From an optimization exercise on the open Yosys and OpenROAD flow, aimed at small area and a short achievable clock period; shortcuts taken in it are not production practice. The RTL was checked by simulation tests, not by an equivalence proof against the original design. Power is estimated from default activity; no workload was simulated.

File: flow/run.sh
#!/bin/bash
# synth_recipe.tcl (not shown) runs the flow's synth.tcl, then flattens the netlist and writes it again
# the make line also repeats each setting of config.mk as NAME=value (left out here)
make -C /OpenROAD-flow-scripts/flow DESIGN_CONFIG=/design/flow/config.mk WORK_HOME=/design/flow/orfs CLKGATE_MAP_FILE= SYNTH_SCRIPT=/design/flow/synth_recipe.tcl finish
File: flow/config.mk
export PLATFORM = sky130hd
export DESIGN_NAME = alu_result_stream
export DESIGN_NICKNAME = alu_result_stream
export VERILOG_FILES = /design/flow/design.v
export SDC_FILE = /design/flow/constraint.sdc
export NUM_CORES = 4
export LEC_CHECK = 0
export CAP_MARGIN = 30
export CORE_MARGIN = 2
export CORE_UTILIZATION = 70
export CTS_BUF_LIST = sky130_fd_sc_hd__clkbuf_16
export CTS_CLUSTER_DIAMETER = 150
export CTS_CLUSTER_SIZE = 30
export SETUP_SLACK_MARGIN = 3.0
export SLEW_MARGIN = 30
File: flow/constraint.sdc
create_clock -name core_clock -period 5.5 [get_ports {clk}]
set_input_delay 1.1000 -clock core_clock [delete_from_list [all_inputs] [get_ports {clk}]]
set_output_delay 1.1000 -clock core_clock [all_outputs]
set_load 0.01 [all_outputs]
File: flow/design.v
`default_nettype none
module alu_result_stream (
  input  logic       clk,
  input  logic       reset,
  input  logic       clear,
  input  logic       wr_en,
  input  logic [7:0] wr_o,
  input  logic       wr_zr,
  input  logic       wr_ng,
  output logic       wr_full,
  output logic       overflow,
  output logic [7:0] count,
  output logic       rd_valid,
  input  logic       rd_ready,
  output logic [7:0] rd_o,
  output logic       rd_zr,
  output logic       rd_ng,
  output logic [4:0] rd_func,
  output logic [3:0] rd_opnd,
  output logic       rd_last
);
  localparam int ROWS = 18;
  localparam int COLS = 10;
  localparam logic [ROWS-1:0] C_ROW0 = ~(ROWS'(1));
  localparam logic [COLS-1:0] C_COL0 = ~(COLS'(1));
  logic [9:0]      r_mem [ROWS][COLS];
  logic [ROWS-1:0] r_wrow_n;    
  logic [COLS-1:0] r_wcol_n;
  logic [ROWS-1:0] r_rrow_a;    
  logic [ROWS-1:0] r_rrow_b;    
  logic [COLS-1:0] r_rcol;
  logic [7:0]      r_count;
  logic [4:0]      r_func;
  logic [3:0]      r_opnd;
  logic            r_ovf;
  logic            r_full;
  logic            r_valid;
  logic            r_last;
  logic [9:0]      r_head;      
  logic            w_acc, w_pop;
  logic [9:0]      w_din;
  logic [9:0]      w_next;      
  assign w_din  = {wr_zr, wr_ng, wr_o};
  assign w_acc  = wr_en && !r_full;
  assign w_pop  = r_valid && rd_ready;
  logic [COLS-1:0] w_wcol_n;
  assign w_wcol_n = r_wcol_n | {COLS{r_full}};
  for (genvar r = 0; r < ROWS; r++) begin : g_wr
    for (genvar c = 0; c < COLS; c++) begin : g_wc
      if (r < ROWS - 1 || c < COLS - 1) begin : g_slot
        always_ff @(posedge clk) begin
          if (!(r_wrow_n[r] || w_wcol_n[c])) begin
            r_mem[r][c] <= w_din;
          end
        end
      end
    end
  end
  logic [9:0] w_colsel [COLS];
  always_comb begin
    for (int c = 0; c < COLS; c++) begin
      w_colsel[c] = '0;
      for (int r = 0; r < ROWS; r++) begin
        if (r < ROWS - 1 || c < COLS - 1) begin
          w_colsel[c] = w_colsel[c] |
                        (r_mem[r][c] & {10{(c < COLS / 2) ? r_rrow_a[r] : r_rrow_b[r]}});
        end
      end
    end
    w_next = '0;
    for (int c = 0; c < COLS; c++) begin
      w_next = w_next | (w_colsel[c] & {10{r_rcol[c]}});
    end
  end
  logic w_wwrap, w_rwrap;
  assign w_wwrap = !r_wcol_n[COLS-1] || (!r_wrow_n[ROWS-1] && !r_wcol_n[COLS-2]);
  assign w_rwrap = r_rcol[COLS-1] || (r_rrow_a[ROWS-1] && r_rcol[COLS-2]);
  logic c_is0, c_is1, c_is179;
  assign c_is0   = !r_valid;
  assign c_is1   = (r_count == 8'd1);
  assign c_is179 = (r_count == 8'd179);
  logic i_is178, i_is179;
  assign i_is178 = (r_func == 5'd17) && (r_opnd == 4'd8);
  assign i_is179 = (r_func == 5'd17) && (r_opnd == 4'd9);
  always_ff @(posedge clk or negedge reset) begin
    if (!reset) begin
      r_wrow_n <= C_ROW0;
      r_wcol_n <= C_COL0;
      r_rrow_a <= ROWS'(1);
      r_rrow_b <= ROWS'(1);
      r_rcol   <= COLS'(1);
      r_count  <= 8'd0;
      r_func   <= 5'd0;
      r_opnd   <= 4'd0;
      r_ovf    <= 1'b0;
      r_full   <= 1'b0;
      r_valid  <= 1'b0;
      r_last   <= 1'b0;
      r_head   <= 10'd0;
    end else if (clear) begin
      r_wrow_n <= C_ROW0;
      r_wcol_n <= C_COL0;
      r_rrow_a <= ROWS'(1);
      r_rrow_b <= ROWS'(1);
      r_rcol   <= COLS'(1);
      r_count  <= 8'd0;
      r_func   <= 5'd0;
      r_opnd   <= 4'd0;
      r_ovf    <= 1'b0;
      r_full   <= 1'b0;
      r_valid  <= 1'b0;
      r_last   <= 1'b0;
      r_head   <= 10'd0;
    end else begin
      if (wr_en && r_full) begin
        r_ovf <= 1'b1;
      end
      if (w_acc && !(c_is0 || (c_is1 && w_pop))) begin
        if (w_wwrap) begin
          r_wcol_n <= C_COL0;
          r_wrow_n <= {r_wrow_n[ROWS-2:0], r_wrow_n[ROWS-1]};
        end else begin
          r_wcol_n <= {r_wcol_n[COLS-2:0], r_wcol_n[COLS-1]};
        end
      end
      if (w_pop && !c_is1) begin
        if (w_rwrap) begin
          r_rcol   <= COLS'(1);
          r_rrow_a <= {r_rrow_a[ROWS-2:0], r_rrow_a[ROWS-1]};
          r_rrow_b <= {r_rrow_b[ROWS-2:0], r_rrow_b[ROWS-1]};
        end else begin
          r_rcol   <= {r_rcol[COLS-2:0], r_rcol[COLS-1]};
        end
      end
      if (w_pop) begin
        if (r_opnd == 4'd9) begin
          r_opnd <= 4'd0;
          r_func <= (r_func == 5'd17) ? 5'd0 : r_func + 5'd1;
        end else begin
          r_opnd <= r_opnd + 4'd1;
        end
      end
      case ({w_acc, w_pop})
        2'b10: begin
          r_count <= r_count + 8'd1;
          r_full  <= c_is179;
          r_valid <= 1'b1;
        end
        2'b01: begin
          r_count <= r_count - 8'd1;
          r_full  <= 1'b0;
          r_valid <= !c_is1;
        end
        default: ;
      endcase
      if (w_pop) begin
        r_last <= i_is178 && (w_acc || !c_is1);
      end else begin
        r_last <= i_is179 && (w_acc || !c_is0);
      end
      if (c_is0 || (c_is1 && w_pop)) begin
        r_head <= w_acc ? w_din : 10'd0;
      end else if (w_pop) begin
        r_head <= w_next;
      end
    end
  end
  assign wr_full  = r_full;
  assign overflow = r_ovf;
  assign count    = r_count;
  assign rd_valid = r_valid;
  assign rd_o     = r_head[7:0];
  assign rd_ng    = r_head[8];
  assign rd_zr    = r_head[9];
  assign rd_func  = r_func;
  assign rd_opnd  = r_opnd;
  assign rd_last  = r_last;
endmodule
`default_nettype wire
==> impl_results.md, run 1 <==
- Outcome: no timing/DRC/antenna violations
- Critical Path RT: 6090 ps
- Final min period: 2550 ps
- Routed Antenna Nets: 0
- GPL Wtd Cong: 0.918
- Drt initial violations: 7368
- Worst R2R Start: r_rrow_a[8]
- R2r worst-path depth: 8
- Fill cells: 5353
- Netlist cell types: 43
- Count leader, synth: edfxtp_1
- CP startpoint kind: flip-flop
- Slowest-stage cell, CP: dfrtp_4
- Synthesized area per cell: 17.3 um^2
- Fmax: 392 MHz
- Total number of vias: 42100
- Vias in the first global route: 39300
- R2R Setup Slk: 2950 ps
- Initial Utilization: 70.5%
- Grt ovf: 0
- Max-slew violation count: 0
- Leakage: 0.0237 uW
- Top cells by count, synth: edfxtp_1 (1790), a22oi_1 (501), nor2_1 (267)
- Yosys top cell area share: 77.7%
- DRC: 0
- Setup tns final: 0 ps
- Buffers on Ports: 45
- Asr flop ratio synth: 5.54%
- CTS Buf Count: 73
- CP max stage delay: 550 ps
- Post-synth EDFFs: 1790
- DR WL/cell: 39.0 um
- Number of H-tree levels: 3
- WL final: 211 mm
- Cell repeated most along the worst path: nand4_1
- Crit share post-route: 46.4%
- HPWL after DPL: 118 mm
- Number of synthesis warnings: 3
- Nets: 4111
- Clock sinks: 1895
- Slew margin rel.: 22.9%
- Worst IR Drop VDD: 0.409 mV
- Setup slack at placement: 1820 ps
- Die Span X: 318 um
- Worst-skew pair later-pin latency: 720 ps
- Slew @ Worst Pin: 1160 ps
- Synthesized area: 0.0692 mm^2
- Largest area contributor in the netlist: edfxtp_1
- Slack of the critical path: 2950 ps
- First-pass GRT wire length: 291 mm
- Layout cell share with drive strength beyond 1: 18.2%
- RSZ-0062 raised after global routing: true
- Die footprint: 0.101 mm^2
- Seq/Total Area, Yosys: 81.6%
- R2R Path End: r_head[9]
- Io pins: 46
- CTS tree: done
- All-Layer GR Usage: 41.0%
- CP Cell Sequence: buf_16 -> a22o_1 -> a221oi_2 -> nand4_1 -> o21ai_4 -> nand4_1 -> nor3_2 -> o31ai_1
- Arrival time at the worst endpoint: 3140 ps
- Worst-path clk slew: 120 ps
- Largest net degree at the start of global routing: 129
- WP buf/inv: 1
- Top delay family on crit path: compound AO/OA/AOI/OAI gates
- PwrDens: 319 mW/mm^2
- Root buf cell: clkbuf_16
- Max Cap Viol: 0
- DR pass1 iterations: 8
- Net Count, Synth: 4011
- Top post-synthesis cells by area: edfxtp_1 (78%), a22oi_1 (5.4%), dfrtp_1 (2.7%), a221oi_1 (2.4%), a22o_1 (2.4%)
- Critical path peak fanout: 5
- Register bit total from synthesis: 1895
- Worst hold path class: in -> async
- Cell row count: 115
- Clock skew: 72.6 ps
- CTS Buffer Depth: 3
- Fin. Hold Viols: 0
- Setup CP Type: reg -> reg
- Initial antenna violation count: 9
- Chip height: 318 um
- Drt via density: 7.77
- Primary FF master, synth: edfxtp_1
- CORE AREA: 0.0981 mm^2
- Setup violators final: 0
- Area grow syn2layout: 10.4%
- Gate count of the mapped netlist: 3991
- Endpoint type of the worst setup path: flip-flop
-- how the worst max path moves through the flow --
stage                start            to  slack [ps]  cells after the start
2_1_floorplan        wr_en    r_count[5]        3020                      8
3_3_place_gp      rd_ready  r_rrow_a[14]        1780                      6
3_5_place_dp      rd_ready   r_wrow_n[0]        1820                      7
4_1_cts        r_rrow_a[8]     r_head[9]        2840                      8
5_1_grt         r_count[2]     r_rcol[9]        2930                      8
6_report       r_rrow_a[8]     r_head[9]        2950                      8
-- flip-flops by register name, indices dropped and copies added, names as in the netlist --
signal / count
r_rrow_a: 18
r_rcol: 10
r_wrow_n: 18
r_ovf: 1
r_opnd: 4
r_count: 8
r_wcol_n: 10
r_func: 5
r_last: 1
r_mem: 1790
r_rrow_b: 18
r_head: 10
r_full: 1
r_valid: 1
-- cells in the final DEF (no fill, tap or decap), types with 22 or more instances in the layout --
cell type,netlist,layout
edfxtp_1,1790,1790
a22oi_1,501,501
buf_4,0,194
a22o_1,190,190
a221oi_1,190,143
nor2_1,267,139
nor2_2,0,129
nand4_1,121,121
nand3_1,118,116
nand2_1,106,106
clkbuf_16,0,80
o21ai_0,157,66
a221oi_2,0,46
a21oi_1,44,44
inv_1,5,40
o21ai_4,0,40
o21ai_2,0,33
buf_6,4,33
dfrtp_4,0,29
dfrtp_2,0,27
dfstp_2,29,27
buf_12,0,22
-- cell type report --
cell class	count	area [um^2]	area share, %
well taps	1287	1610	2.11
inverters	6	22.5	0.0295
clock inverters	38	179	0.234
diodes	2	5.00	0.00656
multi-input cells	1803	12900	17.0
flip-flops and latches	1895	56600	74.1
clock buffers	77	1930	2.52
repair buffers	312	3090	4.05
-- through the flow --
| step | power, uW | area (um^2) | hold WS, ps | util (%) | std cells |
|---|---|---|---|---|---|
| after CTS | 24100 | 75000 | 452 | 76.4 | 5363 |
| after global placement | 17600 | 71200 | 488 | 72.6 | 5163 |
| after floorplan | 16900 | 69200 | 465 | - | 3991 |
| final | 24400 | 76300 | 436 | 77.8 | 5420 |
| after detailed placement | 17600 | 71500 | 495 | 72.8 | 5163 |
| after global routing | 24800 | 76300 | 494 | 77.8 | 5418 |
-- metal layers --
layer	up-vias	track usage [%]	share of wire [%]
met5	-	0	0.039
met4	12	20.6	6.1
met3	679	11.0	15
met2	3742	63.0	46
met1	21200	55.3	33
li1	16500	-	-
-- logic make-up (layout without fill, tap and decap cells) --
family | after synthesis | in the layout | share of synthesized area, %
and+or+nand+nor | 667 | 678 | 4.46
buffers and inverters | 304 | 433 | 1.71
DFF | 1895 | 1895 | 81.6
xor gates and xnor gates | 8 | 8 | 0.101
muxes | 3 | 3 | 0.0470
adders and majority gates | 5 | 5 | 0.0904
AOI/OAI and AO/OA | 1109 | 1109 | 12.0
other | 0 | 2 | 0
-- timing repair --
item                       4_1_cts  5_1_grt
gates cloned                     4       10
setup buffers                   81       38
resized for setup              331      132
pin swaps                       38       90
hold buffers                     0        0
setup endpoints to repair      142       72
-- power breakdown --
group / switching (uW) / internal (uW)
clock: 4130 / 2580
sequential: 202 / 15900
combinational: 1070 / 454
==> run 2, diff against run 1 <==
--- a/flow/design.v
+++ b/flow/design.v
@@ -28,4 +28,4 @@
   logic [COLS-1:0] r_wcol_n;
-  logic [ROWS-1:0] r_rrow_a;    
-  logic [ROWS-1:0] r_rrow_b;    
+  localparam int RCOPIES = 4;   
+  logic [ROWS-1:0] r_rrow [RCOPIES];  
   logic [COLS-1:0] r_rcol;
@@ -65,3 +65,3 @@
           w_colsel[c] = w_colsel[c] |
-                        (r_mem[r][c] & {10{(c < COLS / 2) ? r_rrow_a[r] : r_rrow_b[r]}});
+                        (r_mem[r][c] & {10{r_rrow[c * RCOPIES / COLS][r]}});
         end
@@ -76,3 +76,3 @@
   assign w_wwrap = !r_wcol_n[COLS-1] || (!r_wrow_n[ROWS-1] && !r_wcol_n[COLS-2]);
-  assign w_rwrap = r_rcol[COLS-1] || (r_rrow_a[ROWS-1] && r_rcol[COLS-2]);
+  assign w_rwrap = r_rcol[COLS-1] || (r_rrow[0][ROWS-1] && r_rcol[COLS-2]);
   logic c_is0, c_is1, c_is179;
@@ -88,4 +88,3 @@
       r_wcol_n <= C_COL0;
-      r_rrow_a <= ROWS'(1);
-      r_rrow_b <= ROWS'(1);
+      for (int k = 0; k < RCOPIES; k++) r_rrow[k] <= ROWS'(1);
       r_rcol   <= COLS'(1);
@@ -102,4 +101,3 @@
       r_wcol_n <= C_COL0;
-      r_rrow_a <= ROWS'(1);
-      r_rrow_b <= ROWS'(1);
+      for (int k = 0; k < RCOPIES; k++) r_rrow[k] <= ROWS'(1);
       r_rcol   <= COLS'(1);
@@ -128,4 +126,5 @@
           r_rcol   <= COLS'(1);
-          r_rrow_a <= {r_rrow_a[ROWS-2:0], r_rrow_a[ROWS-1]};
-          r_rrow_b <= {r_rrow_b[ROWS-2:0], r_rrow_b[ROWS-1]};
+          for (int k = 0; k < RCOPIES; k++) begin
+            r_rrow[k] <= {r_rrow[k][ROWS-2:0], r_rrow[k][ROWS-1]};
+          end
         end else begin
==> impl_results.md, run 2 <==
- Setup slack at placement: 1760 ps
- Worst IR Drop VDD: 0.455 mV
- Max reg flops: 1790
- Fmax: 395 MHz
- HPWL after DPL: 118 mm
- CP startpoint kind: flip-flop
- Routed Antenna Nets: 0
- Slew margin rel.: 29.3%
- Critical Path RT: 4400 ps
- Io pins: 46
- Die footprint: 0.103 mm^2
- Clock sinks: 1931
- Worst-skew pair later-pin latency: 710 ps
- Post-Place Cells: 5307
- Critical path peak fanout: 2
- Yosys top cell area share: 76.1%
- DR WL met3: 28.6 mm
- CP Cell Sequence: buf_2
- DR pass1 iterations: 6
- Drt initial violations: 7038
- Largest net degree at the start of global routing: 128
- Top delay family on crit path: flip-flops
- Worst-path clk slew: 120 ps
- Final Power: 25500 uW
- Hold slack final: 467 ps
- Hold Buf Count CTS: 0
- Buffers on Ports: 45
- CP max stage delay: 560 ps
- Net Count, Synth: 4142
- Max-slew violation count: 0
- GPL Wtd Cong: 0.938
- Synthesized area: 0.0706 mm^2
- CTS tree: done
- Top cells by count, synth: edfxtp_1 (1790), a22oi_1 (501), nand2_1 (233), nor2_1 (233)
- Outcome: no timing/DRC/antenna violations
- DRC: 0
- Total number of vias: 41300
- Fill cells: 5602
- Worst hold path class: in -> async
- Final min period: 2530 ps
- R2r worst-path depth: 3
- CTS Buffer Depth: 3
- Top sig layer: met5
- Nets: 4174
- Asr flop ratio synth: 7.30%
- All-Layer GR Usage: 38.1%
- Reg with most FFs: r_mem
- Top post-synthesis cells by area: edfxtp_1 (76%), a22oi_1 (5.3%), dfrtp_1 (3.9%), a221oi_1 (2.4%), a22o_1 (2.4%)
- Drt via density: 7.51
- Netlist cell types: 50
- Cell row count: 116
- Root buf cell: clkbuf_16
- Max Cap Viol: 0
- Worst R2R Start: r_full
- RSZ-0062 raised after global routing: true
- Count leader, synth: edfxtp_1
- Clock skew: 42.3 ps
- WL final: 197 mm
- R2R Path End: r_mem[126][2]
- Grt ovf: 0
- Endpoint type of the worst setup path: output pin
- Crit share post-route: 46.0%
- Slack of the critical path: 2970 ps
- DR WL/cell: 35.9 um
- Fin. Hold Viols: 0
- Number of H-tree levels: 3
- Arrival time at the worst endpoint: 1430 ps
- Finished Layout Cells: 5499
- Synthesized area per cell: 17.1 um^2
- Initial antenna violation count: 5
- R2R Setup Slk: 3000 ps
- Chip height: 322 um
- PwrDens: 334 mW/mm^2
- Most frequent cells in the layout: edfxtp_1 (1790), a22oi_1 (501), nand2_1 (233)
- Setup CP Type: reg -> out
- Initial Utilization: 70.6%
- Largest area contributor in the netlist: edfxtp_1
- Gate count of the mapped netlist: 4122
- First-pass GRT wire length: 277 mm
- CORE AREA: 0.100 mm^2
- WP buf/inv: 1
- Seq/Total Area, Yosys: 81.2%
- Area grow syn2layout: 8.07%
- Die Span X: 322 um
- Slew @ Worst Pin: 1060 ps
- Layout cell share with drive strength beyond 1: 15.9%
- Primary FF master, synth: edfxtp_1
- Vias in the first global route: 38500
- CTS Buf Count: 74
- Post-synth EDFFs: 1790
- WL met1: 72.0 mm
- Met2 Routed Length: 88.1 mm
- Setup tns final: 0 ps
- Slowest-stage cell, CP: dfrtp_4
- Top Registers: r_mem (1790), r_rrow (72), r_wrow_n (18)
- Number of synthesis warnings: 4
- Register bit total from synthesis: 1931
- Setup violators final: 0
- Most common cell after layout, fill and taps aside: edfxtp_1
- Leakage: 0.0241 uW
## run 2: cell count changes in the layout (fill, tap and decap cells not counted), sizes merged, moves of 6 or more
cell / previous run / this run
a21oi: 45 / 20
buf: 283 / 212
dfrtp: 76 / 110
inv: 43 / 49
nand2: 106 / 234
nor2: 269 / 233
o21ai: 157 / 219
or2: 20 / 13
## run 2: through the flow
| stage | cell area (um^2) | utilization [%] |
|---|---|---|
| final | 76300 | 76.3 |
| after global routing | 76300 | 76.3 |
| after CTS | 75500 | 75.5 |
| after detailed placement | 72700 | 72.7 |
| after floorplan | 70600 | - |
| after global placement | 72300 | 72.3 |
## run 2: cell type report
type	instances	area, um^2	area share, %
tap	1298	1620	2.13
multi-input combinational	1914	13100	17.2
antenna	1	2.50	0.00328
sequential	1931	57400	75.3
clock buffer	79	1980	2.59
timing repair buffer	227	1920	2.51
inverter	6	22.5	0.0295
clock inverter	43	183	0.239
## run 2: worst max path at each step
stage	from	end	slack, ps	cells past startpoint
finish	r_full	wr_full	2970	1
global route	r_rrow[0][8]	r_head[0]	2950	8
CTS	r_full	wr_full	2820	1
detailed placement	rd_ready	r_rrow[0][7]	1760	6
global placement	rd_ready	r_rrow[0][6]	1360	7
floorplan	clear	r_head[0]	3200	7
## run 2: cells by family (layout without fill, tap and decap cells)
group | count (synthesis) | after routing | synth area share, %
flip-flops | 1931 | 1931 | 81.2
buffers and inverters | 279 | 355 | 1.72
adder cells (fa/ha/maj) | 5 | 5 | 0.0886
AO/OA/AOI/OAI | 1140 | 1141 | 12.0
XOR/XNOR | 8 | 8 | 0.0993
multiplexers | 3 | 3 | 0.0443
AND/OR/NAND/NOR | 756 | 757 | 4.84
other | 0 | 1 | 0
## run 2: what timing repair did
| action | 4_1_cts | 5_1_grt |
|---|---|---|
| pin swaps | 18 | 44 |
| gates resized for setup | 323 | 122 |
| endpoints found under the setup margin | 303 | 236 |
| buffers inserted | 38 | 26 |
| cloned | 2 | 0 |
## run 2: report_power, final
| group | internal (uW) | leakage [uW] | switching, uW |
|---|---|---|---|
| clock network | 2640 | 0.00121 | 4150 |
| registers | 16500 | 0.0180 | 601 |
| logic | 413 | 0.00490 | 1140 |
## run 2: metal layers
metal,up-vias,global-route usage (%)
li1,16700,-
met1,20900,56.7
met2,3241,56.2
met3,439,8.93
met4,6,14.2
met5,-,0
==> run 3, diff against run 2 <==
--- a/flow/config.mk
+++ b/flow/config.mk
@@ -12,3 +12,3 @@
 export CTS_CLUSTER_DIAMETER = 150
-export CTS_CLUSTER_SIZE = 30
+export CTS_CLUSTER_SIZE = 27
 export SETUP_SLACK_MARGIN = 3.0
==> impl_results.md, run 3 <==
- Outcome: no timing/DRC/antenna violations
- Max-slew violation count: 0
- RSZ-0062 raised after global routing: true
- Die footprint: 0.103 mm^2
- Max Cap Viol: 0
- Top post-synthesis cells by area: edfxtp_1 (76%), a22oi_1 (5.3%), dfrtp_1 (3.9%), a221oi_1 (2.4%), a22o_1 (2.4%)
- Clock skew: 54.9 ps
- Worst-skew pair later-pin latency: 720 ps
- Area grow syn2layout: 8.27%
- Grt ovf: 0
- Layout cell share with drive strength beyond 1: 15.8%
- GPL Wtd Cong: 0.938
- All-Layer GR Usage: 38.2%
- Number of H-tree levels: 3
- Number of synthesis warnings: 4
- CTS Buf Count: 81
- Final min period: 2530 ps
- CORE AREA: 0.100 mm^2
- Buffers on Ports: 45
- Critical path peak fanout: 21
- DR WL/cell: 35.8 um
- Count leader, synth: edfxtp_1
- DRC: 0
- Reg with most FFs: r_mem
- Top delay family on crit path: compound AO/OA/AOI/OAI gates
- CP startpoint kind: flip-flop
- Setup CP Type: reg -> reg
- Setup tns final: 0 ps
- Synthesized area per cell: 17.1 um^2
- Slowest-stage cell, CP: dfrtp_2
- Drt initial violations: 7027
- Total number of vias: 41400
- Leakage: 0.0242 uW
- Final Power: 25700 uW
- HPWL after DPL: 118 mm
- Drt via density: 7.52
- Critical Path RT: 6120 ps
- Asr flop ratio synth: 7.30%
- Post-synth EDFFs: 1790
- Seq/Total Area, Yosys: 81.2%
- Chip height: 322 um
- Yosys top cell area share: 76.1%
- PwrDens: 336 mW/mm^2
- Top cells by count, synth: edfxtp_1 (1790), a22oi_1 (501), nand2_1 (233), nor2_1 (233)
- Slew margin rel.: 32.4%
- Crit share post-route: 46.0%
- Netlist cell types: 50
- Vias in the first global route: 38600
- Setup violators final: 0
- Initial antenna violation count: 4
- Primary FF master, synth: edfxtp_1
- Net Count, Synth: 4142
- R2R Setup Slk: 2970 ps
- Synthesized area: 0.0706 mm^2
- Cell row count: 116
- Worst hold path class: in -> async
- Routed Antenna Nets: 0
- Most common cell after layout, fill and taps aside: edfxtp_1
- Arrival time at the worst endpoint: 3150 ps
- Slew @ Worst Pin: 1010 ps
- WL final: 197 mm
- DR pass1 iterations: 8
- Register bit total from synthesis: 1931
- Worst IR Drop VDD: 0.412 mV
- Worst-path clk slew: 110 ps
- Gate count of the mapped netlist: 4122
- CP Cell Sequence: buf_4 -> a221oi_2 -> nand4_1 -> o21ai_2 -> nand3_2 -> nor3_2 -> o21ai_1
- Top Registers: r_mem (1790), r_rrow (72), r_wrow_n (18)
- Fin. Hold Viols: 0
- First-pass GRT wire length: 278 mm
- Endpoint type of the worst setup path: flip-flop
- Largest net degree at the start of global routing: 128
- CTS tree: done
- Io pins: 46
- Root buf cell: clkbuf_16
- WP buf/inv: 1
- Clock sinks: 1931
- Initial Utilization: 70.6%
- Max reg flops: 1790
- Most frequent cells in the layout: edfxtp_1 (1790), a22oi_1 (501), nand2_1 (233)
- Largest area contributor in the netlist: edfxtp_1
- CTS Buffer Depth: 3
- Nets: 4178
- Die Span X: 322 um
- Fmax: 395 MHz
- CP max stage delay: 570 ps
==> run 3: cell counts after synthesis <==
Identical to the previous run, type by type.
==> run 3: cell families after synthesis <==
logic type / Yosys count / share of synthesized area [%]
multiplexers: 3 / 0.0443
flip-flops: 1931 / 81.2
buffers and inverters: 279 / 1.72
adder cells (fa/ha/maj): 5 / 0.0886
XOR/XNOR: 8 / 0.0993
AO/OA/AOI/OAI: 1140 / 12.0
AND/OR/NAND/NOR: 756 / 4.84
==> run 3: where the power goes <==
group	internal [uW]	switching (uW)	total [uW]
combinational	417	1150	1560
clock	2830	4220	7050
sequential	16500	597	17100
==> run 3: layer usage <==
metal	GRT usage (%)	share of wire, %	vias up
met2	56.5	45	3258
met5	0	0.012	-
met4	13.9	4.2	4
met1	56.6	36	21000
li1	-	-	16800
met3	9.09	15	441
==> run 3: final timing paths <==
kind / start / end / cells after the start
setup / recovery: r_rrow[2][2] / r_head[2] / 7
hold / removal: reset / r_rrow[1][17] / 1
setup reg to reg: r_rrow[2][2] / r_head[2] / 7
hold reg to reg: r_rrow[1][5] / r_rrow[1][5] / 2
max in group asynchronous: reset / r_rrow[3][13] / 2
min in group core_clock: r_rrow[1][5] / r_rrow[1][5] / 2
==> run 3: area by class of cell <==
type                    instances  area [um^2]
flip-flops and latches       1931        57400
well taps                    1298         1620
multi-input cells            1915        13100
clock inverters                51          214
inverters                       6         22.5
diodes                          2         5.00
fillers                      5593        23600
repair buffers                223         1930
clock buffers                  85         2130
==> run 3: stage by stage <==
step	utilization [%]	area [um^2]	worst slack, ps	std cells	hold WS, ps
2_1_floorplan	-	70600	3200	4122	450
3_3_place_gp	72.3	72300	1360	5299	470
3_5_place_dp	72.7	72700	1760	5307	498
4_1_cts	75.7	75700	2810	5482	499
5_1_grt	76.4	76400	2920	5509	488
6_report	76.4	76400	2970	5511	446
==> run 3: worst register-to-register path, cell delays in order (launching register included) <==
cell and delay [ps]:
dfrtp_2 570, buf_4 330, a221oi_2 380, nand4_1 340, o21ai_2 390, nand3_2 180, nor3_2 160, o21ai_1 80
==> run 3: what timing repair did <==
item | 4_1_cts | 5_1_grt
setup buffers | 37 | 23
hold buffers | 0 | 0
cloned | 2 | 1
resized for setup | 312 | 132
pin swaps | 16 | 34
setup endpoints to repair | 291 | 251
==> run 4, diff against run 3 <==
--- a/flow/config.mk
+++ b/flow/config.mk
@@ -15 +15,2 @@
 export SLEW_MARGIN = 30
+export TNS_END_PERCENT = 10
==> impl_results.md, run 4 <==
- CP startpoint kind: flip-flop
- Seq/Total Area, Yosys: 81.2%
- CTS tree: done
- Drt via density: 7.54
- DRC: 0
- Crit share post-route: 50.4%
- Register bit total from synthesis: 1931
- Clock sinks: 1931
- Most common cell after layout, fill and taps aside: edfxtp_1
- Routed Antenna Nets: 0
- Simple-gate area share of the yosys netlist: 4.84%
- CTS Buf Count: 81
- Most frequent cells in the layout: edfxtp_1 (1790), a22oi_1 (501), nand2_1 (233)
- R2r worst-path depth: 8
- Setup CP Type: reg -> reg
- Arrival time at the worst endpoint: 3390 ps
- PwrDens: 338 mW/mm^2
- Initial antenna violation count: 8
- GPL Wtd Cong: 0.938
- CORE AREA: 0.100 mm^2
- Finished Cell Area: 0.0758 mm^2
- Fin. Hold Viols: 0
- Area grow syn2layout: 7.36%
- R2R Setup Slk: 2730 ps
- Xor/xnor share of the synthesized area: 0.0993%
- Post-synth EDFFs: 1790
- Hold Buf Count CTS: 0
- Top post-synthesis cells by area: edfxtp_1 (76%), a22oi_1 (5.3%), dfrtp_1 (3.9%), a221oi_1 (2.4%), a22o_1 (2.4%)
- CTS Buffer Depth: 3
- Vias in the first global route: 38600
- Worst hold path class: in -> async
- Fmax: 361 MHz
- Asr flop ratio synth: 7.30%
- WL final: 197 mm
- Fill cells: 5680
- Slew @ Worst Pin: 1000 ps
- Outcome: no timing/DRC/antenna violations
- Seq. cell area: 0.0574 mm^2
- Die footprint: 0.103 mm^2
- R2R Path End: r_head[4]
- Synth Area in Adders: 0.0886%
- Cell row count: 116
- DR WL/cell: 35.8 um
- Critical Path RT: 6120 ps
- Max Cap Viol: 0
- Number of synthesis warnings: 4
- Final min period: 2770 ps
- Netlist cell types: 50
- Chip height: 322 um
- Io pins: 46
- Worst R2R Start: r_rrow[0][8]
- Clock skew: 52.3 ps
- Total number of vias: 41400
- Number of H-tree levels: 3
- Net Count, Synth: 4142
- Compound-cell area share of the yosys netlist: 12.0%
- Largest family of logic cells by synthesized area: compound AO/OA/AOI/OAI gates
- Top cells by count, synth: edfxtp_1 (1790), a22oi_1 (501), nand2_1 (233), nor2_1 (233)
- Largest area contributor in the netlist: edfxtp_1
- Setup violators final: 0
- Yosys top cell area share: 76.1%
- Reg with most FFs: r_mem
- Slew margin rel.: 33.0%
- Final Power: 25600 uW
- Top Registers: r_mem (1790), r_rrow (72), r_wrow_n (18)
- Max reg flops: 1790
- Nets: 4153
- Initial Utilization: 70.6%
- Multiplexer share of the synthesized area: 0.0443%
- HPWL after DPL: 118 mm
- Root buf cell: clkbuf_16
- Primary FF master, synth: edfxtp_1
- Area of the multi-input gates: 0.0127 mm^2
- Critical path peak fanout: 22
- Synthesized area: 0.0706 mm^2
- Worst-path clk slew: 110 ps
- Max-slew violation count: 0
- Buffers on Ports: 45
- Worst-skew pair later-pin latency: 720 ps
- Layout cell share with drive strength beyond 1: 13.0%
- DR pass1 iterations: 11
- Grt ovf: 0
- Largest net degree at the start of global routing: 128
- Worst IR Drop VDD: 0.408 mV
- Gate count of the mapped netlist: 4122
- First-pass GRT wire length: 278 mm
- Setup tns final: 0 ps
- Endpoint type of the worst setup path: flip-flop
- Die Span X: 322 um
- Leakage: 0.0240 uW
- All-Layer GR Usage: 38.2%
- RSZ-0062 raised after global routing: true
- Count leader, synth: edfxtp_1
- Drt initial violations: 7280
- Synthesized area per cell: 17.1 um^2
- DP Area: 0.0727 mm^2
run 4: cell types whose count changed in the layout (fill, tap and decap cells not counted), sizes merged:
cell / previous run / this run
clkdlybuf4s15: 8 / 0
or2: 14 / 13
buf: 209 / 166
dlygate4sd2: 0 / 29
clkbuf: 89 / 87
run 4: cell type report:
type / count / share of cell area, %
Tap cell: 1298 / 2.14
Sequential cell: 1931 / 75.7
Antenna cell: 2 / 0.00660
Clock buffer: 85 / 2.81
Inverter: 6 / 0.0297
Clock inverter: 51 / 0.282
Multi-Input combinational cell: 1914 / 16.7
Timing Repair Buffer: 199 / 2.27
run 4: worst max-delay path by stage:
stage / startpoint / to / slack (ps)
floorplan: clear / r_head[0] / 3200
global placement: rd_ready / r_rrow[0][6] / 1360
detailed placement: rd_ready / r_rrow[0][7] / 1760
CTS: r_rrow[0][8] / r_head[4] / 2810
global route: r_rrow[2][11] / r_head[4] / 2760
finish: r_rrow[0][8] / r_head[4] / 2730
run 4: metrics by stage:
| step | setup WS (ps) | util (%) | hold slack (ps) | cells |
|---|---|---|---|---|
| after floorplan | 3200 | - | 450 | 4122 |
| after global placement | 1360 | 72.3 | 470 | 5299 |
| after detailed placement | 1760 | 72.7 | 498 | 5307 |
| after CTS | 2810 | 75.5 | 499 | 5475 |
| after global routing | 2760 | 75.8 | 488 | 5484 |
| final | 2730 | 75.8 | 439 | 5486 |
run 4: cells by family (layout without fill, tap and decap cells):
| kind of cell | Yosys count | in the layout |
|---|---|---|
| AOI/OAI and AO/OA | 1140 | 1141 |
| xor gates and xnor gates | 8 | 8 |
| adders and majority gates | 5 | 5 |
| buffers and inverters | 279 | 341 |
| DFF | 1931 | 1931 |
| muxes | 3 | 3 |
| other | 0 | 2 |
| and+or+nand+nor | 756 | 757 |
run 4: power breakdown:
group	switching, uW	internal, uW
Combinational	1110	392
Sequential	594	16500
Clock	4210	2830
run 4: worst max-delay path, stage by stage (launching register included):
cell and delay [ps]:
dfrtp_4 610, buf_4 290, a22o_1 250, a221oi_1 380
nand4_1 330, o21ai_1 390, nand4_1 140, nor3_1 200
o21ai_1 80
run 4: what timing repair did:
item,4_1_cts,5_1_grt
setup endpoints to repair,291,273
setup buffers,30,5
resized for setup,191,33
cloned,2,0
pin swaps,9,6
run 4: per-layer routing:
| metal | part of all wire (%) | GRT usage [%] | vias up |
|---|---|---|---|
| li1 | - | - | 16700 |
| met1 | 36 | 56.7 | 20900 |
| met2 | 45 | 56.5 | 3293 |
| met3 | 14 | 8.99 | 466 |
| met4 | 4.2 | 13.9 | 10 |
| met5 | 0.035 | 0 | - |
==> run 5, diff against run 4 <==
--- a/flow/config.mk
+++ b/flow/config.mk
@@ -13,3 +13,3 @@
 export CTS_CLUSTER_SIZE = 27
-export SETUP_SLACK_MARGIN = 3.0
+export SETUP_SLACK_MARGIN = 3.2
 export SLEW_MARGIN = 30
==> impl_results.md, run 5 <==
- Outcome: no timing/DRC/antenna violations
- CORE AREA: 0.100 mm^2
- Die Span X: 322 um
- Max-slew violation count: 0
- Count leader, synth: edfxtp_1
- Critical path peak fanout: 2
- Slew @ Worst Pin: 1030 ps
- Drt initial violations: 7529
- Nets: 4204
- Asr flop ratio synth: 7.30%
- Worst IR Drop VDD: 0.427 mV
- R2r worst-path depth: 3
- WP buf/inv: 1
- Clock sinks: 1931
- HPWL after DPL: 118 mm
- Chip height: 322 um
- Drt via density: 7.55
- Seq/Total Area, Yosys: 81.2%
- Slowest-stage cell, CP: dfrtp_4
- Register bit total from synthesis: 1931
- Most frequent cells in the layout: edfxtp_1 (1790), a22oi_1 (501), nand2_1 (233)
- Reg with most FFs: r_mem
- Slew margin rel.: 31.0%
- Leakage: 0.0244 uW
- PwrDens: 334 mW/mm^2
- Initial antenna violation count: 8
- Buffers on Ports: 45
- Root buf cell: clkbuf_16
- DR WL/cell: 36.1 um
- Die footprint: 0.103 mm^2
- Max reg flops: 1790
- Worst-skew pair later-pin latency: 720 ps
- Number of synthesis warnings: 4
- Setup slack at placement: 1760 ps
- Yosys top cell area share: 76.1%
- Grt ovf: 0
- Worst hold path class: in -> async
- R2R Path End: r_mem[167][5]
- All-Layer GR Usage: 38.8%
- First-pass GRT wire length: 282 mm
- Top post-synthesis cells by area: edfxtp_1 (76%), a22oi_1 (5.3%), dfrtp_1 (3.9%), a221oi_1 (2.4%), a22o_1 (2.4%)
- Primary FF master, synth: edfxtp_1
- CTS tree: done
- Worst-path clk slew: 110 ps
- Final Power: 25800 uW
- Max Cap Viol: 0
- Final min period: 2540 ps
- Clock skew: 47.6 ps
- GPL Wtd Cong: 0.938
- Setup CP Type: reg -> out
- Hold Buf Count CTS: 0
- Top delay family on crit path: flip-flops
- RSZ-0062 raised after global routing: true
- Top cells by count, synth: edfxtp_1 (1790), a22oi_1 (501), nand2_1 (233), nor2_1 (233)
- Net Count, Synth: 4142
- Setup violators final: 0
- R2R Setup Slk: 2980 ps
- Fmax: 394 MHz
- Slack of the critical path: 2960 ps
- Initial Utilization: 70.6%
- Routed Antenna Nets: 0
- DR pass1 iterations: 7
- Area grow syn2layout: 9.26%
- Top Registers: r_mem (1790), r_rrow (72), r_wrow_n (18)
- Largest net degree at the start of global routing: 128
- CP max stage delay: 560 ps
- DRC: 0
- Synthesized area: 0.0706 mm^2
- Netlist cell types: 50
- Total number of vias: 41800
- Fin. Hold Viols: 0
- Cell row count: 116
- Number of H-tree levels: 3
- CTS Buffer Depth: 3
- Setup tns final: 0 ps
- WL final: 200 mm
- Io pins: 46
- Most common cell after layout, fill and taps aside: edfxtp_1
- Critical Path RT: 4400 ps
- Post-synth EDFFs: 1790
- Endpoint type of the worst setup path: output pin
- CTS Buf Count: 81
- Worst R2R Start: r_full
- Largest area contributor in the netlist: edfxtp_1
- CP Cell Sequence: buf_2
- Layout cell share with drive strength beyond 1: 17.3%
- Vias in the first global route: 39200
- Synthesized area per cell: 17.1 um^2
- Fill cells: 5507
- Crit share post-route: 46.1%
- Gate count of the mapped netlist: 4122
- Arrival time at the worst endpoint: 1440 ps
- CP startpoint kind: flip-flop
- Levels on crit path: 1
==> run 5: cell counts after synthesis <==
No cell type changed its count.
==> run 5: area by class of cell <==
| cell class | instances | area (um^2) | share of cell area [%] |
|---|---|---|---|
| repair buffers | 248 | 2340 | 3.03 |
| diodes | 2 | 5.00 | 0.00649 |
| multi-input cells | 1916 | 13400 | 17.3 |
| clock buffers | 85 | 2130 | 2.76 |
| well taps | 1298 | 1620 | 2.11 |
| clock inverters | 51 | 214 | 0.277 |
| flip-flops and latches | 1931 | 57500 | 74.5 |
| inverters | 6 | 22.5 | 0.0292 |
==> run 5: kinds of logic after synthesis <==
group | count (synthesis) | share of synthesized area (%)
flip-flops | 1931 | 81.2
buffers and inverters | 279 | 1.72
AND/OR/NAND/NOR | 756 | 4.84
XOR/XNOR | 8 | 0.0993
adder cells (fa/ha/maj) | 5 | 0.0886
AO/OA/AOI/OAI | 1140 | 12.0
multiplexers | 3 | 0.0443
==> run 5: worst max path at each step <==
stage	end	start	slack (ps)
after CTS	r_mem[79][5]	r_full	2930
after floorplan	r_head[0]	clear	3200
after global placement	r_rrow[0][6]	rd_ready	1360
after global routing	wr_full	r_full	2950
final	wr_full	r_full	2960
after detailed placement	r_rrow[0][7]	rd_ready	1760
==> run 5: report_power, final <==
part	internal (uW)	switching, uW
combinational	445	1190
clock	2830	4210
sequential	16500	595
==> run 5: through the flow <==
step	cell area [um^2]	utilization (%)	hold slack [ps]	instances
after floorplan	70600	-	450	4122
after global placement	72300	72.3	470	5299
after detailed placement	72700	72.7	498	5307
after CTS	76800	76.8	500	5528
after global routing	77100	77.1	490	5535
final	77100	77.1	440	5537
==> run 5: per-layer routing <==
metal | track usage, % | up-vias | routed length [um]
li1 | - | 16800 | -
met2 | 57.5 | 3345 | 90500
met1 | 57.2 | 21200 | 72100
met4 | 14.4 | 8 | 8270
met3 | 9.49 | 431 | 28900
met5 | 0 | - | 53
==> run 5: what timing repair did <==
action                                   CTS  global route
resized for setup                        494            39
pin swaps                                 90            14
endpoints found under the setup margin  1078          1546
cloned                                     3             1
buffers inserted                          82             3
==> run 6, diff against run 5 <==
--- a/flow/config.mk
+++ b/flow/config.mk
@@ -15,2 +15 @@
 export SLEW_MARGIN = 30
-export TNS_END_PERCENT = 10
==> impl_results.md, run 6 <==
- Outcome: no timing/DRC/antenna violations
- Cell row count: 116
- Buffers on Ports: 45
- Worst-skew pair later-pin latency: 720 ps
- Arrival time at the worst endpoint: 2850 ps
- Drt initial violations: 7475
- Max reg flops: 1790
- CTS tree: done
- CTS Buf Count: 81
- Fin. Hold Viols: 0
- CP startpoint kind: flip-flop
- PwrDens: 329 mW/mm^2
- Xor/xnor share of the synthesized area: 0.0993%
- Simple-gate area share of the yosys netlist: 4.84%
- Clock sinks: 1931
- Io pins: 46
- Critical path peak fanout: 18
- First-pass GRT wire length: 283 mm
- Crit share post-route: 46.1%
- Post-Place Cells: 5307
- Compound-cell area share of the yosys netlist: 12.0%
- Critical Path RT: 5820 ps
- Multiplexer share of the synthesized area: 0.0443%
- Clock skew: 50.0 ps
- Netlist cell types: 50
- Primary FF master, synth: edfxtp_1
- Area grow syn2layout: 11.8%
- Total number of vias: 42200
- Grt ovf: 0
- Max-slew violation count: 0
- Setup tns final: 0 ps
- Yosys top cell area share: 76.1%
- Worst hold path class: in -> async
- Synthesized area per cell: 17.1 um^2
- Die footprint: 0.103 mm^2
- Leakage: 0.0249 uW
- Top post-synthesis cells by area: edfxtp_1 (76%), a22oi_1 (5.3%), dfrtp_1 (3.9%), a221oi_1 (2.4%), a22o_1 (2.4%)
- Top cells by count, synth: edfxtp_1 (1790), a22oi_1 (501), nand2_1 (233), nor2_1 (233)
- Hold Buf Count CTS: 0
- DR WL/cell: 36.4 um
- Largest family of logic cells by synthesized area: compound AO/OA/AOI/OAI gates
- WL final: 203 mm
- Register bit total from synthesis: 1931
- Max Cap Viol: 0
- Post-synth EDFFs: 1790
- CORE AREA: 0.100 mm^2
- Setup violators final: 0
- Drt via density: 7.56
- Largest net degree at the start of global routing: 128
- Chip height: 322 um
- Worst IR Drop VDD: 0.428 mV
- All-Layer GR Usage: 38.9%
- Fill cells: 5270
- Largest area contributor in the netlist: edfxtp_1
- Slew @ Worst Pin: 1170 ps
- Die Span X: 322 um
- CTS Buffer Depth: 3
- Initial antenna violation count: 2
- Final Power: 26000 uW
- Synth Area in Adders: 0.0886%
- DR pass1 iterations: 8
- Nets: 4248
- Vias in the first global route: 39200
- Finished Layout Cells: 5580
- GPL Wtd Cong: 0.938
- Most frequent cells in the layout: edfxtp_1 (1790), a22oi_1 (501), nand2_1 (232)
- Number of synthesis warnings: 4
- Worst-path clk slew: 110 ps
- Fmax: 394 MHz
- Layout cell share with drive strength beyond 1: 20.3%
- Synthesized area: 0.0706 mm^2
- HPWL after DPL: 118 mm
- Root buf cell: clkbuf_16
- Routed Antenna Nets: 0
- Setup CP Type: reg -> reg
- Count leader, synth: edfxtp_1
- Final min period: 2540 ps
- Asr flop ratio synth: 7.30%
- Most common cell after layout, fill and taps aside: edfxtp_1
- Seq/Total Area, Yosys: 81.2%
- DRC: 0
- Reg with most FFs: r_mem
- Top Registers: r_mem (1790), r_rrow (72), r_wrow_n (18)
- Endpoint type of the worst setup path: flip-flop
- Number of H-tree levels: 3
- Initial Utilization: 70.6%
- Gate count of the mapped netlist: 4122
- Slew margin rel.: 22.1%
- Net Count, Synth: 4142
- RSZ-0062 raised after global routing: true
==> run 6: metal layers <==
metal	up-vias	share of wire [%]	GRT usage, %
li1	16900	-	-
met1	21400	36	57.9
met2	3386	45	57.3
met3	481	15	9.07
met4	2	4.5	14.8
met5	-	0.0064	0
==> run 6: cells by family after synthesis <==
kind of cell / after synthesis
AO/OA/AOI/OAI: 1140
XOR/XNOR: 8
adder cells (fa/ha/maj): 5
buffers and inverters: 279
flip-flops: 1931
multiplexers: 3
AND/OR/NAND/NOR: 756
==> run 6: metrics by stage <==
stage                     utilization [%]  worst slack [ps]  area, um^2  hold WS, ps
final                                78.9              2960       78900          450
after global routing                 78.9              2960       78900          493
after CTS                            77.2              2950       77200          500
after detailed placement             72.7              1760       72700          498
after global placement               72.3              1360       72300          470
after floorplan                         -              3200       70600          450
==> run 6: worst paths after layout <==
path / start / to / depth (start not counted) / slack, ps
worst max register to register: r_full / r_mem[174][7] / 3 / 2960
worst min-delay path: reset / r_rrow[1][17] / 1 / 450
max in group asynchronous: reset / r_rrow[3][8] / 2 / 3700
worst max-delay path: r_full / r_mem[174][7] / 3 / 2960
worst min register to register: r_rrow[1][5] / r_rrow[1][5] / 2 / 520
min in group core_clock: r_rrow[1][5] / r_rrow[1][5] / 2 / 520
==> run 6: repair_timing <==
| action | in CTS | in global routing |
|---|---|---|
| endpoints found under the hold margin | 0 | 0 |
| buffers inserted | 82 | 44 |
| pin swaps | 90 | 121 |
| resized for setup | 599 | 233 |
| setup endpoints to repair | 1078 | 1092 |
| gates cloned | 3 | 5 |
==> run 6: cell type report <==
type	instances	area, um^2	share of cell area [%]
Clock inverter	51	214	0.271
Sequential cell	1931	57500	72.8
Tap cell	1298	1620	2.06
Multi-Input combinational cell	1915	14500	18.3
Inverter	6	22.5	0.0285
Clock buffer	85	2130	2.70
Antenna cell	1	2.50	0.00317
Timing Repair Buffer	293	2970	3.77
==> run 6: power breakdown <==
group	internal [uW]	switching, uW
logic	498	1250
registers	16500	661
clock network	2830	4230
total	19800	6130
==> run 6: critical path, stage by stage (launching register included) <==
cell     delay, ps
dfrtp_4        560
buf_4          240
or2_2          620
nor2_2         680
==> run 7, diff against run 6 <==
--- a/flow/config.mk
+++ b/flow/config.mk
@@ -13,3 +13,4 @@
 export CTS_CLUSTER_SIZE = 27
-export SETUP_SLACK_MARGIN = 3.2
+export GPL_ROUTABILITY_DRIVEN = 0
+export SETUP_SLACK_MARGIN = 3.0
 export SLEW_MARGIN = 30
==> impl_results.md, run 7 <==
- Slowest-stage cell, CP: dfrtp_1
- Netlist cell types: 50
- Net Count, Synth: 4142
- RSZ-0062 raised after global routing: true
- Die footprint: 0.103 mm^2
- Setup violators final: 0
- Largest net degree at the start of global routing: 126
- CP max stage delay: 630 ps
- CTS tree: done
- Switching Fraction: 23.4%
- Clock network fraction of total power: 27.5%
- Max reg flops: 1790
- Clock skew: 30.5 ps
- Routed Antenna Nets: 0
- DR pass1 iterations: 8
- Worst Setup EP: r_head[4]
- Worst-path clk slew: 110 ps
- Comb power frac: 6.1%
- Max Cap Viol: 0
- Top Registers: r_mem (1790), r_rrow (72), r_wrow_n (18)
- Seq/Total Area, Yosys: 81.2%
- Total number of vias: 41700
- Slew margin rel.: 31.1%
- Gate count of the mapped netlist: 4122
- Chip height: 322 um
- Setup tns final: 0 ps
- Sequential share of power: 66.4%
- Initial antenna violation count: 8
- Buffers on Ports: 45
- Worst-skew pair later-pin latency: 710 ps
- HPWL after DPL: 119 mm
- Int Pwr: 19800 uW
- Synthesized area: 0.0706 mm^2
- Worst hold path class: in -> async
- Most frequent cells in the layout: edfxtp_1 (1790), a22oi_1 (501), nand2_1 (233)
- WL final: 199 mm
- Count leader, synth: edfxtp_1
- Largest area contributor in the netlist: edfxtp_1
- Yosys top cell area share: 76.1%
- Final min period: 2670 ps
- DRC: 0
- Hold Buf Count CTS: 0
- Nets: 4191
- Fin. Hold Viols: 0
- PwrDens: 336 mW/mm^2
- Drt via density: 7.54
- Arrival time at the worst endpoint: 3260 ps
- Top post-synthesis cells by area: edfxtp_1 (76%), a22oi_1 (5.3%), dfrtp_1 (3.9%), a221oi_1 (2.4%), a22o_1 (2.4%)
- Grt ovf: 0
- CORE AREA: 0.100 mm^2
- Net switching power: 6050 uW
- Slew @ Worst Pin: 1030 ps
- Die Span X: 322 um
- CTS Buf Count: 81
- Endpoint type of the worst setup path: flip-flop
- Fmax: 375 MHz
- Fill cells: 5633
- Synthesized area per cell: 17.1 um^2
- Primary FF master, synth: edfxtp_1
- CP Cell Sequence: buf_4 -> a221oi_1 -> nand4_1 -> o21ai_1 -> nand4_1 -> nor3_1 -> o21ai_1
- Clock sinks: 1931
- Asr flop ratio synth: 7.30%
- Worst IR Drop VDD: 0.300 mV
- Outcome: no timing/DRC/antenna violations
- Max-slew violation count: 0
- Critical Path RT: 6090 ps
- Area grow syn2layout: 8.71%
- Setup CP Type: reg -> reg
- Top cells by count, synth: edfxtp_1 (1790), a22oi_1 (501), nand2_1 (233), nor2_1 (233)
- Root buf cell: clkbuf_16
- Critical path peak fanout: 13
- Layout cell share with drive strength beyond 1: 16.1%
- Most common cell after layout, fill and taps aside: edfxtp_1
- Register bit total from synthesis: 1931
- Number of synthesis warnings: 4
- Crit share post-route: 48.5%
- Worst R2R Start: r_rrow[1][1]
- Initial Utilization: 70.6%
- Drt initial violations: 7506
- R2R Path End: r_head[4]
- Reg with most FFs: r_mem
- Leakage: 0.0243 uW
- Finished Layout Cells: 5530
- DR WL/cell: 36.1 um
- All-Layer GR Usage: 38.7%
- Ant. Diodes: 0
- First-pass GRT wire length: 281 mm
- Post-Place Cells: 5311
- CTS Buffer Depth: 3
- R2r worst-path depth: 7
- Cell row count: 116
- CP startpoint kind: flip-flop
- Vias in the first global route: 39200
- R2R Setup Slk: 2830 ps
- CP Launch Point: r_rrow[1][1]
- Io pins: 46
- Number of H-tree levels: 3
- Post-synth EDFFs: 1790
## run 7: cell types whose count changed in the layout (fill, tap and decap cells not counted), sizes merged
cell,previous run,this run
diode,1,0
inv,56,64
clkdlybuf4s15,0,11
buf,285,219
clkbuf,91,89
## run 7: stage by stage
step                      power [uW]  hold slack (ps)  cell area [um^2]  setup WS, ps  utilization (%)
after floorplan                17700              450             70600          3200                -
after global placement         18700              470             72400          1410             72.4
after detailed placement       18800              487             72700          1750             72.7
after CTS                      25600              510             75800          2730             75.8
after global routing           26300              533             76700          2830             76.7
final                          25800              478             76700          2830             76.7
## run 7: per-layer routing
layer	track usage [%]	part of all wire (%)	vias to the layer above
met4	14.3	4.0	12
met3	11.4	15	444
li1	-	-	16800
met2	56.9	45	3244
met5	0	0.081	-
met1	56.0	36	21200
## run 7: how the worst min path moves through the flow
stage                       startpoint            end  depth (start not counted)  slack (ps)
after CTS                 r_rrow[1][5]   r_rrow[1][5]                          2         510
after detailed placement  r_rrow[1][5]   r_rrow[1][5]                          2         490
final                            reset   r_rrow[1][4]                          1         480
after floorplan           r_wrow_n[15]   r_wrow_n[15]                          2         450
after global routing             reset  r_rrow[1][14]                          1         530
after global placement    r_rrow[1][5]   r_rrow[1][5]                          2         470
## run 7: power groups by stage
stage          logic (uW)  registers (uW)  clock network (uW)
2_1_floorplan         746           16900                   0
3_3_place_gp         1330           17300                   0
4_1_cts              1470           17100                7070
3_5_place_dp         1390           17400                   0
5_1_grt              1660           17100                7560
6_report             1580           17100                7100
## run 7: cell families (layout without fill, tap and decap cells)
family | count (synthesis) | after routing | share of synthesized area [%]
buffers and inverters | 279 | 386 | 1.72
AND/OR/NAND/NOR | 756 | 758 | 4.84
XOR/XNOR | 8 | 8 | 0.0993
AO/OA/AOI/OAI | 1140 | 1141 | 12.0
adder cells (fa/ha/maj) | 5 | 5 | 0.0886
multiplexers | 3 | 3 | 0.0443
flip-flops | 1931 | 1931 | 81.2
## run 7: area by class of cell
class	count	area, um^2	share of cell area (%)
Timing Repair Buffer	236	2050	2.67
Clock inverter	59	244	0.318
Sequential cell	1931	57500	74.9
Clock buffer	85	2130	2.77
Inverter	6	22.5	0.0293
Tap cell	1298	1620	2.12
Multi-Input combinational cell	1915	13200	17.2
## run 7: critical path, delay by kind of cell, from the launching register on
family | cells | cell delay (ps)
compound gates | 3 | 940
flops | 1 | 630
buf+inv | 1 | 320
simple gates | 3 | 670
## run 7: repair_timing
item	CTS	global route
pin swaps	23	55
gates cloned	3	0
gates resized for setup	310	145
buffers inserted	43	26
setup endpoints to repair	243	465
==> run 8, diff against run 7 <==
--- a/flow/design.v
+++ b/flow/design.v
@@ -28,3 +28,3 @@
   logic [COLS-1:0] r_wcol_n;
-  localparam int RCOPIES = 4;   
+  localparam int RCOPIES = 6;   
   logic [ROWS-1:0] r_rrow [RCOPIES];  
--- a/flow/config.mk
+++ b/flow/config.mk
@@ -13,3 +13,2 @@
 export CTS_CLUSTER_SIZE = 27
-export GPL_ROUTABILITY_DRIVEN = 0
 export SETUP_SLACK_MARGIN = 3.0
==> impl_results.md, run 8 <==
- Outcome: no timing/DRC/antenna violations
- Max Cap Viol: 0
- Buffers on Ports: 45
- CTS tree: done
- Slowest-stage cell, CP: dfrtp_4
- Gate count of the mapped netlist: 4262
- Reg with most FFs: r_mem
- GPL Wtd Cong: 0.928
- Slew @ Worst Pin: 1080 ps
- Vias in the first global route: 39600
- Nets: 4324
- Worst-skew pair later-pin latency: 730 ps
- DRC: 0
- CTS Buffer Depth: 3
- Max-slew violation count: 0
- Setup slack at placement: 1320 ps
- Setup tns final: 0 ps
- DR WL/cell: 35.3 um
- Clock sinks: 1967
- Final min period: 2670 ps
- Number of synthesis warnings: 4
- All-Layer GR Usage: 38.1%
- Net Count, Synth: 4282
- Total number of vias: 42400
- Grt ovf: 0
- Top cells by count, synth: edfxtp_1 (1790), a22oi_1 (501), nand2_1 (269)
- Initial antenna violation count: 6
- Drt via density: 7.40
- Setup CP Type: reg -> reg
- CP Launch Point: r_rrow[4][6]
- Slack of the critical path: 2830 ps
- Worst-path clk slew: 110 ps
- Worst Setup EP: r_head[9]
- CTS Buf Count: 82
- Routed Antenna Nets: 0
- Hold Buf Count CTS: 0
- HPWL after DPL: 120 mm
- CP max stage delay: 660 ps
- Levels on crit path: 7
- Post-synth EDFFs: 1790
- Endpoint type of the worst setup path: flip-flop
- Most common cell after layout, fill and taps aside: edfxtp_1
- Fin. Hold Viols: 0
- Arrival time at the worst endpoint: 3240 ps
- CP startpoint kind: flip-flop
- Initial Utilization: 70.6%
- Most frequent cells in the layout: edfxtp_1 (1790), a22oi_1 (501), nand2_1 (269)
- Worst hold path class: in -> async
- Drt initial violations: 6703
- Die footprint: 0.105 mm^2
- Area grow syn2layout: 8.49%
- Largest area contributor in the netlist: edfxtp_1
- Leakage: 0.0249 uW
- Yosys top cell area share: 74.8%
- Synthesized area per cell: 16.9 um^2
- Largest net degree at the start of global routing: 127
- CORE AREA: 0.102 mm^2
- RSZ-0062 raised after global routing: true
- Fmax: 375 MHz
- Layout cell share with drive strength beyond 1: 16.0%
- DR pass1 iterations: 6
- Primary FF master, synth: edfxtp_1
- Top post-synthesis cells by area: edfxtp_1 (75%), a22oi_1 (5.2%), dfrtp_1 (5.0%), a221oi_1 (2.3%), a22o_1 (2.3%)
- Io pins: 46
- Synthesized area: 0.0719 mm^2
- Clock skew: 26.1 ps
- Cell repeated most along the worst path: nand4_1
- Critical path peak fanout: 22
- Setup violators final: 0
- Register bit total from synthesis: 1967
- Seq/Total Area, Yosys: 81.0%
- Cell row count: 117
- Top Registers: r_mem (1790), r_rrow (108), r_wrow_n (18)
- CP Cell Sequence: a22o_1 -> a221oi_1 -> nand4_1 -> o21ai_1 -> nand4_1 -> nor3_1 -> o31ai_1
- R2R Path End: r_head[9]
- Root buf cell: clkbuf_16
- PwrDens: 341 mW/mm^2
- Slew margin rel.: 28.1%
- Chip height: 324 um
- Die Span X: 324 um
- Number of H-tree levels: 3
- WP buf/inv: 0
- Worst IR Drop VDD: 0.364 mV
- Count leader, synth: edfxtp_1
- Asr flop ratio synth: 9.00%
- Max reg flops: 1790
- Worst R2R Start: r_rrow[4][6]
- Netlist cell types: 52
- R2R Setup Slk: 2830 ps
- Crit share post-route: 48.5%
- R2r worst-path depth: 7
- WL final: 202 mm
- Hold slack final: 221 ps
- First-pass GRT wire length: 286 mm
- Top delay family on crit path: compound AO/OA/AOI/OAI gates
- Critical Path RT: 6080 ps
==> run 8: changes by cell type in the layout (fill, tap and decap cells not counted), sizes merged, moves of 4 or more <==
| cell | delta |
|---|---|
| nor2 | +10 |
| nand2 | +38 |
| inv | -9 |
| a31oi | +4 |
| dfrtp | +34 |
| o31ai | +10 |
| buf | +11 |
| clkdlybuf4s15 | -11 |
| o21ai | +28 |
==> run 8: final cells by class <==
| class | count | area [um^2] |
|---|---|---|
| Antenna cell | 1 | 2.50 |
| Clock buffer | 87 | 2180 |
| Clock inverter | 50 | 219 |
| Fill cell | 5951 | 23900 |
| Inverter | 6 | 25.0 |
| Multi-Input combinational cell | 2010 | 13600 |
| Sequential cell | 1967 | 58300 |
| Tap cell | 1368 | 1710 |
| Timing Repair Buffer | 237 | 1960 |
==> run 8: through the flow <==
step	total power [uW]	utilization (%)	instance area [um^2]	cells
floorplan	18300	-	71900	4262
global placement	19300	72.6	74000	5526
detailed placement	19400	72.9	74300	5529
CTS	26400	76.0	77400	5706
global route	27100	76.5	78000	5725
finish	26600	76.5	78000	5726
==> run 8: what timing repair did <==
action                                  4_1_cts  5_1_grt
buffers inserted                             34       16
pin swaps                                    33       39
cloned                                        6        1
resized for setup                           356       84
endpoints found under the setup margin      215      152
==> run 8: kinds of logic after synthesis <==
logic type	Yosys count	share of synthesized area, %
flops	1967	81.0
xor+xnor	8	0.0975
simple gates	808	5.06
fa+ha+maj	5	0.0870
buf+inv	291	1.65
compound gates	1181	12.1
mux	2	0.0296
==> run 8: worst min path at each step <==
stage,end,depth (start not counted),startpoint,slack [ps]
final,r_rrow[3][15],1,reset,220
after detailed placement,r_wcol_n[0],2,r_wcol_n[0],490
after global placement,r_rrow[5][17],2,r_rrow[5][17],480
after CTS,r_rrow[3][15],1,reset,470
after floorplan,r_wrow_n[11],2,r_wrow_n[11],450
after global routing,r_rrow[3][4],1,reset,230
==> run 8: layer usage <==
layer	up-vias	part of all wire, %	global-route usage (%)
li1	17200	-	-
met1	21600	36	55.6
met2	3122	46	57.2
met3	413	14	9.06
met4	8	4.3	14.7
met5	-	0.024	0
==> run 8: power breakdown <==
group / switching, uW / total (uW) / leakage [uW] / internal (uW)
clock network: 4330 / 7260 / 0.00135 / 2930
logic: 1300 / 1710 / 0.00505 / 416
registers: 632 / 17600 / 0.0185 / 17000
==> run 9, diff against run 8 <==
--- a/flow/design.v
+++ b/flow/design.v
@@ -28,3 +28,3 @@
   logic [COLS-1:0] r_wcol_n;
-  localparam int RCOPIES = 6;   
+  localparam int RCOPIES = 4;   
   logic [ROWS-1:0] r_rrow [RCOPIES];  
--- a/flow/config.mk
+++ b/flow/config.mk
@@ -7,9 +7,9 @@
 export LEC_CHECK = 0
-export CAP_MARGIN = 30
+export CAP_MARGIN = 40
 export CORE_MARGIN = 2
-export CORE_UTILIZATION = 70
+export CORE_UTILIZATION = 65
 export CTS_BUF_LIST = sky130_fd_sc_hd__clkbuf_16
 export CTS_CLUSTER_DIAMETER = 150
-export CTS_CLUSTER_SIZE = 27
-export SETUP_SLACK_MARGIN = 3.0
-export SLEW_MARGIN = 30
+export CTS_CLUSTER_SIZE = 25
+export SETUP_SLACK_MARGIN = 3.1
+export SLEW_MARGIN = 40
==> impl_results.md, run 9 <==
- Worst IR Drop VDD: 0.280 mV
- Grt ovf: 0
- Number of synthesis warnings: 4
- Hold Buf Count CTS: 0
- Max-slew violation count: 0
- Fmax: 376 MHz
- Register bit total from synthesis: 1931
- Setup slack at placement: 1820 ps
- WL final: 205 mm
- Slack of the critical path: 2840 ps
- Vias in the first global route: 39300
- CTS tree: done
- Chip height: 334 um
- Top post-synthesis cells by area: edfxtp_1 (76%), a22oi_1 (5.3%), dfrtp_1 (3.9%), a221oi_1 (2.4%), a22o_1 (2.4%)
- DRC: 0
- Most common cell after layout, fill and taps aside: edfxtp_1
- Initial antenna violation count: 6
- Gate count of the mapped netlist: 4122
- Top Registers: r_mem (1790), r_rrow (72), r_wrow_n (18)
- Asr flop ratio synth: 7.30%
- Die Span X: 334 um
- Arrival time at the worst endpoint: 3250 ps
- CORE AREA: 0.107 mm^2
- PwrDens: 335 mW/mm^2
- Finished Cell Area: 0.0778 mm^2
- Top cells by count, synth: edfxtp_1 (1790), a22oi_1 (501), nand2_1 (233), nor2_1 (233)
- Seq/Total Area, Yosys: 81.2%
- Buffers on Ports: 45
- DR WL/cell: 36.1 um
- Area grow syn2layout: 10.3%
- Final min period: 2660 ps
- Clock skew: 25.4 ps
- Synthesized area: 0.0706 mm^2
- Finished Layout Cells: 5677
- Critical path peak fanout: 22
- Routed Antenna Nets: 0
- Max reg flops: 1790
- Endpoint type of the worst setup path: flip-flop
- Setup tns final: 0 ps
- Die footprint: 0.111 mm^2
- Worst hold path class: in -> async
- Worst-skew pair later-pin latency: 720 ps
- Clock sinks: 1931
- Slew @ Worst Pin: 967 ps
- Initial Utilization: 65.8%
- Post-synth EDFFs: 1790
- CP startpoint kind: flip-flop
- Io pins: 46
- Setup CP Type: reg -> reg
- Primary FF master, synth: edfxtp_1
- Count leader, synth: edfxtp_1
- DR pass1 iterations: 6
- CTS Buf Count: 87
- Critical Path RT: 6090 ps
- Yosys top cell area share: 76.1%
- Leakage: 0.0247 uW
- Slew margin rel.: 35.5%
- Max Cap Viol: 0
- Post-Place Cells: 5435
- First-pass GRT wire length: 289 mm
- Setup violators final: 0
- Number of H-tree levels: 3
- Cell row count: 120
- Nets: 4235
- CTS Buffer Depth: 3
- Outcome: no timing/DRC/antenna violations
- Netlist cell types: 50
- RSZ-0062 raised after global routing: true
- DP Area: 0.0731 mm^2
- Synthesized area per cell: 17.1 um^2
- Layout cell share with drive strength beyond 1: 18.3%
- All-Layer GR Usage: 36.8%
- Worst-path clk slew: 100 ps
- R2r worst-path depth: 8
- CP max stage delay: 430 ps
- Crit share post-route: 48.3%
- Most frequent cells in the layout: edfxtp_1 (1790), a22oi_1 (501), nand2_1 (233)
- Fin. Hold Viols: 0
- Total number of vias: 41500
- Slowest-stage cell, CP: nand4_1
- HPWL after DPL: 122 mm
- Util after Layout: 72.5%
- Cell repeated most along the worst path: nand4_1
- GPL Wtd Cong: 0.873
- Largest area contributor in the netlist: edfxtp_1
- Largest net degree at the start of global routing: 129
- Reg with most FFs: r_mem
- Drt via density: 7.30
- Net Count, Synth: 4142
- Drt initial violations: 6784
- CP Cell Sequence: buf_12 -> a22o_1 -> a221oi_2 -> nand4_1 -> o21ai_2 -> nand4_1 -> nor3_2 -> o21ai_1
- Root buf cell: clkbuf_16
- Fill cells: 6486
==> run 9: cell families after synthesis <==
group	count (synthesis)	share of synthesized area (%)
buffers and inverters	279	1.72
AOI/OAI and AO/OA	1140	12.0
and+or+nand+nor	756	4.84
adders and majority gates	5	0.0886
xor gates and xnor gates	8	0.0993
DFF	1931	81.2
muxes	3	0.0443
==> run 9: path summary, 6_finish.rpt <==
path,startpoint,endpoint,slack [ps]
worst max-delay path,r_rrow[3][13],r_head[6],2840
worst min-delay path,reset,r_rrow[1][6],200
worst max register to register,r_rrow[3][13],r_head[6],2840
worst min register to register,r_wcol_n[2],r_wcol_n[2],520
max in group asynchronous,reset,r_rrow[0][1],4280
min in group core_clock,r_wcol_n[2],r_wcol_n[2],520
==> run 9: power breakdown <==
part           internal, uW  switching, uW  leakage [uW]  total (uW)
logic                   444           1210       0.00534        1650
registers             16500            571        0.0180       17100
clock network          3030           4340       0.00142        7370
total                 20000           6120        0.0247       26100
==> run 9: area by class of cell <==
| class | count | area, um^2 | share of cell area (%) |
|---|---|---|---|
| Sequential cell | 1931 | 57500 | 73.8 |
| Multi-Input combinational cell | 1915 | 13500 | 17.3 |
| Timing Repair Buffer | 274 | 2640 | 3.39 |
| Clock buffer | 91 | 2280 | 2.93 |
| Tap cell | 1403 | 1760 | 2.26 |
| Clock inverter | 55 | 238 | 0.305 |
| Inverter | 6 | 25.0 | 0.0321 |
| Antenna cell | 2 | 5.00 | 0.00643 |
==> run 9: metrics by stage <==
step           hold slack (ps)  total power (uW)
2_1_floorplan              450             17700
3_3_place_gp               487             18700
3_5_place_dp               501             18800
4_1_cts                    176             26000
5_1_grt                    194             26700
6_report                   202             26100
==> run 9: what timing repair did <==
| item | CTS | global route |
|---|---|---|
| buffers inserted | 71 | 17 |
| endpoints found under the setup margin | 183 | 122 |
| gates resized for setup | 489 | 88 |
| pin swaps | 85 | 75 |
| cloned | 2 | 2 |
==> run 9: critical path, delay by kind of cell (launching register included) <==
family | cells | cell delay (ps)
flops | 1 | 410
simple gates | 3 | 1020
compound gates | 4 | 910
buf+inv | 1 | 170
==> run 9: per-layer routing <==
metal	GRT usage [%]	wire length, um
met5	0	22
met4	13.3	8600
met3	9.17	27400
met2	56.3	94400
met1	52.6	74700

re-timing with driven ports:
Ports are ideal in the flow. The routed layouts listed here were re-timed in OpenROAD.
Step 1 assumes that a clkbuf_16 drives the clock port and a buf_2 every other input.
Step 2 also shifts input and output timing later by t, the mid clock arrival at the registers, as if the neighbouring blocks saw the same clock.
a / b / c = no drivers / after step 1 / after step 2; a / b = the first two.
run | shift t [ns] | setup slack, ns
run 1 | 0.762 | 2.948 / 2.930 / 2.367
run 2 | 0.764 | 2.970 / 2.898 / 2.196
run 3 | 0.768 | 2.968 / 2.906 / 2.281
run 4 | 0.771 | 2.727 / 2.727 / 2.050
run 5 | 0.770 | 2.962 / 2.891 / 2.254
run 6 | 0.763 | 2.964 / 2.906 / 2.423
run 7 | 0.780 | 2.834 / 2.813 / 2.233
run 8 | 0.794 | 2.834 / 2.834 / 2.093
run 9 | 0.778 | 2.841 / 2.841 / 2.270
After both steps every run listed still meets setup and hold.
